This is an optimization exercise on Yosys and OpenROAD, whose aim is a short achievable clock period and few clock cycles, not a production implementation.
Only simulation tests tie the RTL to the original design; equivalence was not proved.
Power is estimated from default activity; no workload was simulated.

`flow/config.mk`:
```
export PLATFORM = sky130hd
export DESIGN_NAME = circuit_layout_top
export DESIGN_NICKNAME = circuit_layout_top
export VERILOG_FILES = /design/flow/design.v
export SDC_FILE = /design/flow/constraint.sdc
export NUM_CORES = 4
export LEC_CHECK = 0
export ABC_CLOCK_PERIOD_IN_PS = 1700
export CAP_MARGIN = 20
export CORE_MARGIN = 2
export CORE_UTILIZATION = 60
export SETUP_SLACK_MARGIN = 3.3
export SLEW_MARGIN = 20
export TNS_END_PERCENT = 100
```
`flow/constraint.sdc`:
```
create_clock -name core_clock -period 5.0 [get_ports {clk}]
set_input_delay 1.0000 -clock core_clock [delete_from_list [all_inputs] [get_ports {clk}]]
set_output_delay 1.0000 -clock core_clock [all_outputs]
set_load 0.01 [all_outputs]
```
`flow/design.v`:
```
package circuit_layout_pkg;
	localparam logic [8:0] CMD_LINE_FILLED = 9'd0;
	localparam logic [8:0] CMD_LINE_DASHED = 9'd1;
	localparam logic [8:0] CMD_SPRITE_V    = 9'd2;
	localparam logic [8:0] CMD_SPRITE_I    = 9'd3;
	localparam logic [8:0] CMD_SPRITE_R    = 9'd4;
	localparam logic [8:0] CMD_DOT         = 9'd5;
endpackage
`timescale 1ns/1ps
module circuit_layout_top (
	input  logic         clk,
	input  logic         rst,
	input  logic         elem_req,
	input  logic [31:0]  elem_rec,
	output logic         elem_ack,
	input  logic         run_req,
	output logic         run_ack,
	output logic         cmd_req,
	output logic [46:0]  cmd,
	input  logic         cmd_ack
);
	localparam int NE = 12;
	localparam int NN = 32;
	logic [4:0] in_a;
	logic [4:0] in_b;
	logic [1:0] in_k;
	assign in_a = elem_rec[31:27];
	assign in_b = elem_rec[26:22];
	assign in_k = elem_rec[21:20];
	logic [NE-1:0] neth;
	logic [NN-1:0] th;
	logic [NN-1:0] th_nx;
	logic [NN-1:0] moh;
	logic [NN-1:0] deg1;
	logic [NN-1:0] deg2;
	logic [NE-1:0][4:0] tab_a;
	logic [NE-1:0][4:0] tab_b;
	logic [NE-1:0][1:0] tab_k;
	logic [NN-1:0] e0_oa;
	logic [NN-1:0] e0_ob;
	logic [2:0] settle;
	logic settled;
	logic [NN-1:0] hit_a;
	logic [NN-1:0] hit_b;
	logic store;
	assign store = elem_req && !elem_ack && !neth[NE-1] && (in_k != 2'd3);
	assign settled = settle[2];
	always_comb begin
		for (int n = 0; n < NN; n++) begin
			hit_a[n] = (in_a == 5'(n));
			hit_b[n] = (in_b == 5'(n));
			th_nx[n] = th[n] | (in_a >= 5'(n)) | (in_b >= 5'(n));
		end
	end
	always_ff @(posedge clk) begin
		if (rst) begin
			elem_ack <= 1'b0;
			neth <= '0;
			th <= '0;
			moh <= '0;
			deg1 <= '0;
			deg2 <= '0;
			settle <= '0;
		end else begin
			elem_ack <= elem_req;
			if (store) begin
				settle <= '0;
			end else if (!settle[2]) begin
				settle <= settle + 3'd1;
			end
			if (store) begin
				neth <= {neth[NE-2:0], 1'b1};
				th <= th_nx;
				moh <= th_nx & ~{1'b0, th_nx[NN-1:1]};
				deg1 <= deg1 | hit_a | hit_b;
				deg2 <= deg2 | (hit_a & hit_b) | (deg1 & (hit_a | hit_b));
			end
		end
	end
	always_ff @(posedge clk) begin
		if (store && !neth[0]) begin
			e0_oa <= hit_a;
			e0_ob <= hit_b;
			tab_k[0] <= in_k;
		end
		for (int i = 1; i < NE; i++) begin
			if (store && !neth[i] && neth[i - 1]) begin
				tab_a[i] <= in_a;
				tab_b[i] <= in_b;
				tab_k[i] <= in_k;
			end
		end
	end
	logic [NE-1:0] noh;
	assign noh = neth & ~{1'b0, neth[NE-1:1]};
	logic [NN-1:0][8:0] row_c;
	logic [8:0] rp_c;
	logic [9:0] sp_c;
	logic [9:0] sl0_c;
	logic [9:0] dl0_c;
	always_comb begin
		for (int n = 0; n < NN; n++) begin
			row_c[n] = '0;
			for (int m = 0; m < NN; m++) begin
				if (n <= m && moh[m]) begin
					row_c[n] = row_c[n] | 9'(5 + (n + 1) * ((480 - 2 * 5) / (m + 2)));
				end
			end
		end
		rp_c = '0;
		for (int m = 0; m < NN; m++) begin
			if (moh[m]) begin
				rp_c = rp_c | 9'((480 - 2 * 5) / (m + 2));
			end
		end
	end
	always_comb begin
		sp_c = '0;
		sl0_c = '0;
		dl0_c = '0;
		for (int i = 0; i < NE; i++) begin
			if (noh[i]) begin
				sp_c = sp_c | 10'((640 - 2 * 20) / (i + 1));
				sl0_c = sl0_c | 10'(20 + ((640 - 2 * 20) / (i + 1)) / 2 - 44 / 2);
				dl0_c = dl0_c | 10'(20 + ((640 - 2 * 20) / (i + 1)) / 2 - 6 / 2);
			end
		end
	end
	logic [NN-1:0][8:0] row_s;
	logic [8:0] rp;
	logic [9:0] sp;
	logic [9:0] sl0;
	logic [9:0] dl0;
	always_ff @(posedge clk) begin
		row_s <= row_c;
		rp <= rp_c;
		sp <= sp_c;
		sl0 <= sl0_c;
		dl0 <= dl0_c;
	end
	function automatic logic [8:0] row_of(input logic [NN-1:0] oh, input logic [NN-1:0][8:0] rows);
		logic [8:0] r;
		r = '0;
		for (int n = 0; n < NN; n++) begin
			if (oh[n]) begin
				r = r | rows[n];
			end
		end
		row_of = r;
	endfunction
	function automatic logic [2:0] sprite_kind(input logic [1:0] k);
		case (k)
			2'd0: sprite_kind = 3'd2;
			2'd1: sprite_kind = 3'd3;
			default: sprite_kind = 3'd4;
		endcase
	endfunction
	logic [8:0] e0_ra, e0_rb;
	logic [8:0] e0_top, e0_h, e0_da, e0_db;
	logic [2:0] e0_sk;
	logic [NE-1:0] eoh;
	logic [NE-1:0] peoh;
	logic [4:0] pn_a_c, pn_b_c;
	logic [1:0] pn_k_c;
	logic [4:0] pn_a, pn_b;
	logic [NN-1:0] pn_oa, pn_ob;
	logic [2:0] pn_sk1, pn_sk2, pn_sk;
	logic [8:0] pn_ra, pn_rb;
	logic [8:0] pn_top, pn_h, pn_da, pn_db;
	assign peoh = {eoh[NE-2:0], 1'b0};
	always_comb begin
		pn_a_c = '0;
		pn_b_c = '0;
		pn_k_c = '0;
		for (int i = 1; i < NE; i++) begin
			if (peoh[i]) begin
				pn_a_c = pn_a_c | tab_a[i];
				pn_b_c = pn_b_c | tab_b[i];
				pn_k_c = pn_k_c | tab_k[i];
			end
		end
	end
	always_ff @(posedge clk) begin
		e0_ra <= row_of(e0_oa, row_s);
		e0_rb <= row_of(e0_ob, row_s);
		e0_sk <= sprite_kind(tab_k[0]);
		if (e0_ra < e0_rb) begin
			e0_top <= e0_ra;
			e0_h <= e0_rb - e0_ra;
		end else begin
			e0_top <= e0_rb;
			e0_h <= e0_ra - e0_rb;
		end
		e0_da <= e0_ra - 9'(10 / 2);
		e0_db <= e0_rb - 9'(10 / 2);
		pn_a <= pn_a_c;
		pn_b <= pn_b_c;
		pn_sk1 <= sprite_kind(pn_k_c);
		for (int n = 0; n < NN; n++) begin
			pn_oa[n] <= (pn_a == 5'(n));
			pn_ob[n] <= (pn_b == 5'(n));
		end
		pn_sk2 <= pn_sk1;
		pn_ra <= row_of(pn_oa, row_s);
		pn_rb <= row_of(pn_ob, row_s);
		pn_sk <= pn_sk2;
		if (pn_ra < pn_rb) begin
			pn_top <= pn_ra;
			pn_h <= pn_rb - pn_ra;
		end else begin
			pn_top <= pn_rb;
			pn_h <= pn_ra - pn_rb;
		end
		pn_da <= pn_ra - 9'(10 / 2);
		pn_db <= pn_rb - 9'(10 / 2);
	end
	logic phase;               
	logic [8:0] y;             
	logic [NN-1:0] fs;         
	logic [NN-1:0] ts;         
	logic [1:0] sub;           
	logic [2:0] d_sk;
	logic [8:0] d_top, d_h, d_da, d_db;
	logic [9:0] d_sl, d_dl;
	logic started;
	logic done;
	logic cmd_valid;
	logic cmd_last;
	logic step;
	logic has;
	logic issue;
	logic ld_try;
	logic ld_ok;
	logic last_e;
	logic track;
	logic [46:0] nx;
	assign has = neth[0];
	assign issue = !cmd_req && !cmd_ack && run_req && !run_ack && !done && has && cmd_valid;
	assign ld_try = started && ((cmd_req && cmd_ack) || !cmd_valid) && !cmd_last;
	assign ld_ok = !phase || settled;
	assign last_e = !(|(peoh & neth));
	assign track = !started || !phase || (eoh[0] && sub == 2'd0);
	always_comb begin
		if (!started) begin
			nx = {(deg2[0] ? circuit_layout_pkg::CMD_LINE_FILLED : circuit_layout_pkg::CMD_LINE_DASHED),
				9'd1, 10'((640 - 2 * 20)), row_s[0], 10'(20)};
		end else if (!phase) begin
			nx = {(fs[0] ? circuit_layout_pkg::CMD_LINE_FILLED : circuit_layout_pkg::CMD_LINE_DASHED),
				9'd1, 10'((640 - 2 * 20)), y, 10'(20)};
		end else begin
			case (sub)
				2'd0: nx = {9'(d_sk), d_h, 10'(44), d_top, d_sl};
				2'd1: nx = {circuit_layout_pkg::CMD_DOT, 9'(10), 10'(6), d_da, d_dl};
				default: nx = {circuit_layout_pkg::CMD_DOT, 9'(10), 10'(6), d_db, d_dl};
			endcase
		end
	end
	always_ff @(posedge clk) begin
		if (rst) begin
			cmd_req <= 1'b0;
			run_ack <= 1'b0;
			started <= 1'b0;
			done <= 1'b0;
			cmd_valid <= 1'b0;
			step <= 1'b0;
		end else begin
			cmd_req <= cmd_req ? !cmd_ack : issue;
			if (issue) begin
				started <= 1'b1;
				if (cmd_last) begin
					done <= 1'b1;
				end
			end
			if (run_ack) begin
				if (!run_req) begin
					run_ack <= 1'b0;
				end
			end else if (run_req && !cmd_req && !cmd_ack && (done || !has)) begin
				run_ack <= 1'b1;
				done <= 1'b0;
				started <= 1'b0;
			end
			step <= 1'b0;
			if (!started) begin
				cmd_valid <= 1'b1;
			end else if (ld_try) begin
				cmd_valid <= ld_ok;
				step <= ld_ok;
			end
		end
	end
	always_ff @(posedge clk) begin
		if (!started || (ld_try && ld_ok)) begin
			cmd <= nx;
			cmd_last <= started && phase && (sub == 2'd2) && last_e;
		end
	end
	always_ff @(posedge clk) begin
		if (!started) begin
			phase <= !th[1];
			y <= row_s[1];
			fs <= deg2 >> 1;
			ts <= th >> 2;
			eoh <= NE'(1);
			sub <= 2'd0;
		end else if (step) begin
			if (!phase) begin
				y <= y + rp;
				fs <= fs >> 1;
				ts <= ts >> 1;
				if (!ts[0]) begin
					phase <= 1'b1;
				end
			end else if (sub == 2'd2) begin
				sub <= 2'd0;
				eoh <= peoh;
			end else begin
				sub <= sub + 2'd1;
			end
		end
	end
	always_ff @(posedge clk) begin
		if (track) begin
			d_sk <= e0_sk;
			d_top <= e0_top;
			d_h <= e0_h;
			d_da <= e0_da;
			d_db <= e0_db;
			d_sl <= sl0;
			d_dl <= dl0;
		end else if (step && phase && sub == 2'd2) begin
			d_sk <= pn_sk;
			d_top <= pn_top;
			d_h <= pn_h;
			d_da <= pn_da;
			d_db <= pn_db;
			d_sl <= d_sl + sp;
			d_dl <= d_dl + sp;
		end
	end
endmodule
```
`flow/run.sh`:
```
#!/bin/bash
# synth_recipe.tcl (not shown) runs the flow's synth.tcl, then flattens the netlist and writes it again
# the make line also repeats each setting of config.mk as NAME=value (left out here)
make -C /OpenROAD-flow-scripts/flow DESIGN_CONFIG=/design/flow/config.mk WORK_HOME=/design/flow/orfs CLKGATE_MAP_FILE= SYNTH_SCRIPT=/design/flow/synth_recipe.tcl finish
```
==> flow_summary.toml, run 1 <==
[status]
run_status = "did not finish"
haltStage = "global routing (5_1_grt)"
error_line = "[ERROR GRT-0116] Global routing finished with congestion. Check the congestion regions in the DRC Viewer."

[logic_synthesis]
synth_top_area_share_pct = 29.9
synth-seq-cells = 967
synth.area.top_cells = "dfxtp_1 30%, edfxtp_1 27%, a22oi_1 5.0%, nand2_1 3.6%, nor2_1 3.5%"
yosysTopAreaCell = "dfxtp_1"
ys.flop_type = "dfxtp_1"
yosysUniqueCellTypes = 76
synth-edff-count = 365
seq_area_frac_synth_pct = 57.1
synth_commonest_cells = "602 x dfxtp_1, 390 x nand2_1, 378 x nor2_1, 365 x edfxtp_1, 270 x a22oi_1"
async_flop_share_pct = 0
yosysMostFrequentCell = "dfxtp_1"
yosysWarnings = 1
netlist_instances = 3880
avgSynthCellArea_um2 = 10.4
syn_area_mm2 = 0.0403

[clock_tree]
numCtsBuffers = 95
htreeDepth = 3
cts_sinks = 967
clockRootBuffer = "clkbuf_16"
clockBufferDepth = 3

[placed_design]
dp_hpwl_um = 130000
port_buffers = 57
gp_congestion = 1.20
place_ws_ps = 1300
post-place-cells = 4639

[floorplanning]
pin_count = 87
fp.dieW_um = 263
start_util_pct = 60.3
rows = 95
die_h_um = 263

[global_route]
overflow = 1478
track_usage_pct = 90.3
grt_max_degree = 81
grt_pass1_wl_um = 454000
grt_pass1_vias = 53700
-- logic make-up after synthesis --
family	share of synthesized area (%)
AND/OR/NAND/NOR	16.0
buffers and inverters	3.82
multiplexers	2.58
XOR/XNOR	1.15
adder cells (fa/ha/maj)	3.14
AO/OA/AOI/OAI	16.2
other	0.00930
flip-flops	57.1
-- worst max path at each step --
stage,from,endpoint,slack (ps)
floorplan,elem_rec[20],e0_oa[0],2170
global placement,elem_rec[26],moh[22],1370
detailed placement,elem_rec[26],moh[22],1300
CTS,cmd[18],cmd[18],2700
-- repair_timing --
item,in CTS
pin swaps,335
resized for setup,1272
hold buffers,0
gates cloned,42
setup endpoints to repair,1060
setup buffers,491
-- routing by layer --
metal	global-route usage [%]	overflow
met1	89.8	129
met4	90.1	411
met2	101	773
met5	56.1	26
met3	81.6	139
-- power groups by stage --
| stage | sequential, W | clock [W] | combinational, W |
|---|---|---|---|
| after detailed placement | 0.0105 | 0 | 0.00301 |
| after global placement | 0.0106 | 0 | 0.00289 |
| after CTS | 0.0103 | 0.00746 | 0.00448 |
| after floorplan | 0.00970 | 0 | 0.00218 |
-- stage by stage --
stage | instance area, µm² | power [W] | hold slack (ps)
after floorplan | 42400 | 0.0119 | 310
after global placement | 43100 | 0.0134 | 312
after detailed placement | 43100 | 0.0136 | 313
after CTS | 54700 | 0.0223 | 331
Testbench counts, summed over its fixed seeds: cycles 13,844.
==> run 2: changes to the inputs <==
==> flow/config.mk (replaced) <==
export PLATFORM = sky130hd
export DESIGN_NAME = circuit_layout_top
export DESIGN_NICKNAME = circuit_layout_top
export VERILOG_FILES = /design/flow/design.v
export SDC_FILE = /design/flow/constraint.sdc
export NUM_CORES = 4
export LEC_CHECK = 0
export ABC_CLOCK_PERIOD_IN_PS = 2000
export CAP_MARGIN = 20
export CORE_MARGIN = 2
export CORE_UTILIZATION = 50
export SETUP_SLACK_MARGIN = 3.0
export SLEW_MARGIN = 20
export TNS_END_PERCENT = 100
==> run 2 against run 1 <==
  * Now clean on timing, DRC and antenna
  * Synthesized cell count stayed put
  * Synthesized area stayed put
==> flow_summary.toml, run 2 <==
[detailed_routing]
vias = 37100
avgRoutedWirePerCell_um = 36.3
wl_met1_um = 69600
routed_wirelength_um = 191000
met3_length_um = 25900
drt-initial-drc-count = 5952
final_antenna_net_count = 0
met2WireLength_um = 82100
routed.top_layer = "met5"
first_pass_iters = 20
drc = 0
vias_per_cell = 7.03

[run]
maxCapViolations = 0

[worst_setup_path]
critical_path_buf_inv_count = 1
crit_type = "reg -> out"
cp.required_ps = 4000
worst_path_largest_cell_delay_ps = 400
end_kind = "output port"
arrival_ps = 1220
path_cells = "buf_2"
path_max_fanout = 1
critPathSlowestCell = "edfxtp_1"
crit_family = "flip-flops"
start_kind = "flop"

[sta]
fin_crit_ps = 2220
fmax_ghz = 0.451
finClkSkew_ps = 40.8
setup_viol_count_final = 0
period_share_pct = 44.3
rsz0062_at_grt = "true"
fin_tns_setup_ps = 0
slew_viol_final = 0
relSlewSlack_pct = 40.8
tightest_slew_ps = 886
finalHoldViolCount = 0

[global_route]
grt_pass1_vias = 35200
grt_antenna_before_repair = 9
track_usage_pct = 44.3
grt_max_degree = 71
overflow = 0
grt_pass1_wl_um = 261000

[floorplanning]
fp.dieW_um = 288
die-area_mm2 = 0.0829
core_area_mm2 = 0.0802
start_util_pct = 50.3
pin_count = 87
rows = 104
die_h_um = 288

[layout]
seqCellArea_mm2 = 0.0232
largest_reg_flops = 219
final_area_mm2 = 0.0500
fillers = 5864
drive_gt1_share_pct = 26.2
num-nets-final = 4237
multi_input_area_mm2 = 0.0181
top_regs = "row_s (219), tab_a (55), tab_b (55)"
area_growth_pct = 24.1
final_common_cell = "dfxtp_1"
regMostFlops = "row_s"
final_cell_mix = "536 x dfxtp_1, 365 x edfxtp_1, 364 x nand2_1"

[placed_design]
dpl-instance-area_mm2 = 0.0427
gp_congestion = 1.10
port_buffers = 57
dp_hpwl_um = 130000

[clock_tree]
numCtsBuffers = 96
clockRootBuffer = "clkbuf_16"
htreeDepth = 3
postCtsHoldBufs = 0
cts_tree = "done"
clockBufferDepth = 3
clock_latency_ps = 690
clkTransAtPathRegs_ps = 60
cts_sinks = 967

[logic_synthesis]
synth-edff-count = 365
ys.flop_type = "dfxtp_1"
avgSynthCellArea_um2 = 10.4
synth.area.top_cells = "dfxtp_1 30%, edfxtp_1 27%, a22oi_1 5.0%, nand2_1 3.6%, nor2_1 3.5%"
yosysUniqueCellTypes = 76
synth-seq-cells = 967
yosysWarnings = 1
yosysMostFrequentCell = "dfxtp_1"
netlist_instances = 3880
synth_commonest_cells = "602 x dfxtp_1, 390 x nand2_1, 378 x nor2_1, 365 x edfxtp_1, 270 x a22oi_1"
synth_top_area_share_pct = 29.9
async_flop_share_pct = 0
yosysTopAreaCell = "dfxtp_1"
syn_area_mm2 = 0.0403
seq_area_frac_synth_pct = 57.1

[power_and_ir_drop]
p_total_w = 0.0223
power_density_mw_per_mm2 = 446
leakagePower_nw = 19.7
peakVddDrop_v = 0.000320

[min_path]
min_path_type = "reg -> reg"

[status]
run_status = "finished clean"
-- run 2: cell families (layout without fill, tap and decap cells) --
family | after synthesis | after routing | share of synthesized area [%]
AND/OR/NAND/NOR | 1348 | 1354 | 16.0
XOR/XNOR | 53 | 53 | 1.15
multiplexers | 96 | 96 | 2.58
adder cells (fa/ha/maj) | 103 | 103 | 3.14
AO/OA/AOI/OAI | 917 | 919 | 16.2
buffers and inverters | 395 | 709 | 3.82
other | 1 | 14 | 0.00930
flip-flops | 967 | 967 | 57.1
-- run 2: metrics by stage --
stage                     instances  setup WS, ps  utilization [%]  hold slack (ps)
after floorplan                3888          2170                -              310
after global placement         4819          1440             53.2              311
after detailed placement       4819          1390             53.3              314
after CTS                      5175          2760             60.5              329
after global routing           5270          2750             62.4              334
final                          5275          2780             62.4              328
-- run 2: report_power, final --
part           total, W  internal [W]  switching (W)
combinational   0.00388       0.00173        0.00215
sequential       0.0108       0.00907        0.00171
clock           0.00766       0.00439        0.00327
-- run 2: path summary, 6_finish.rpt --
check,start,cells after the start,slack (ps),to
hold reg to reg,pn_sk2[1],0,330,pn_sk[1]
setup / recovery,cmd[16],1,2780,cmd[16]
hold / removal,pn_sk2[1],0,330,pn_sk[1]
setup reg to reg,moh[14],4,2820,rp[0]
-- run 2: layer usage --
layer | track usage [%] | up-vias
met1 | 55.7 | 18100
li1 | - | 14900
met3 | 15.3 | 832
met2 | 66.9 | 3307
met5 | 0.233 | -
met4 | 24.1 | 14
-- run 2: final cells by class --
type / count / share of cell area, %
Antenna cell: 5 / 0.0250
Clock buffer: 142 / 5.78
Multi-Input combinational cell: 2534 / 36.1
Timing Repair Buffer: 399 / 6.98
Timing Repair inverter: 1 / 0.0100
Sequential cell: 967 / 46.3
Tap cell: 1060 / 2.65
Clock inverter: 38 / 1.04
Inverter: 129 / 1.07
-- run 2: what timing repair did --
item | 4_1_cts | 5_1_grt
resized for setup | 523 | 200
gates cloned | 12 | 2
pin swaps | 79 | 83
setup endpoints to repair | 874 | 431
hold endpoints to repair | 0 | 0
setup buffers | 164 | 93

-- what the ideal ports hide --
The flow's constraints put no driver on any port. The routed layout listed below was extracted and timed again, unchanged, in two steps.
Step 1 (the two cells are an assumption about what drives the block):
set clk [get_ports {clk}]
set_driving_cell -lib_cell sky130_fd_sc_hd__clkbuf_16 $clk
set_driving_cell -lib_cell sky130_fd_sc_hd__buf_2 [delete_from_list [all_inputs] $clk]
Step 2 moves the port delays by t, midway between the first and last clock arrival at a register: inputs arrive t later, outputs are due t later. That takes back most of the time a late clock gives input paths.
a / b / c = no drivers / after step 1 / after step 2; a / b = the first two.
run: run 2
t, ns: 0.740
setup WS [ns]: 2.784 / 2.711 / 2.197
worst setup path after step 2: input to register
pins driven straight from the clock port: 1
After both steps setup and hold are still met in run 2. The setup slack of run 2 moves by -0.073 ns with the drivers and by -0.587 ns with both steps.
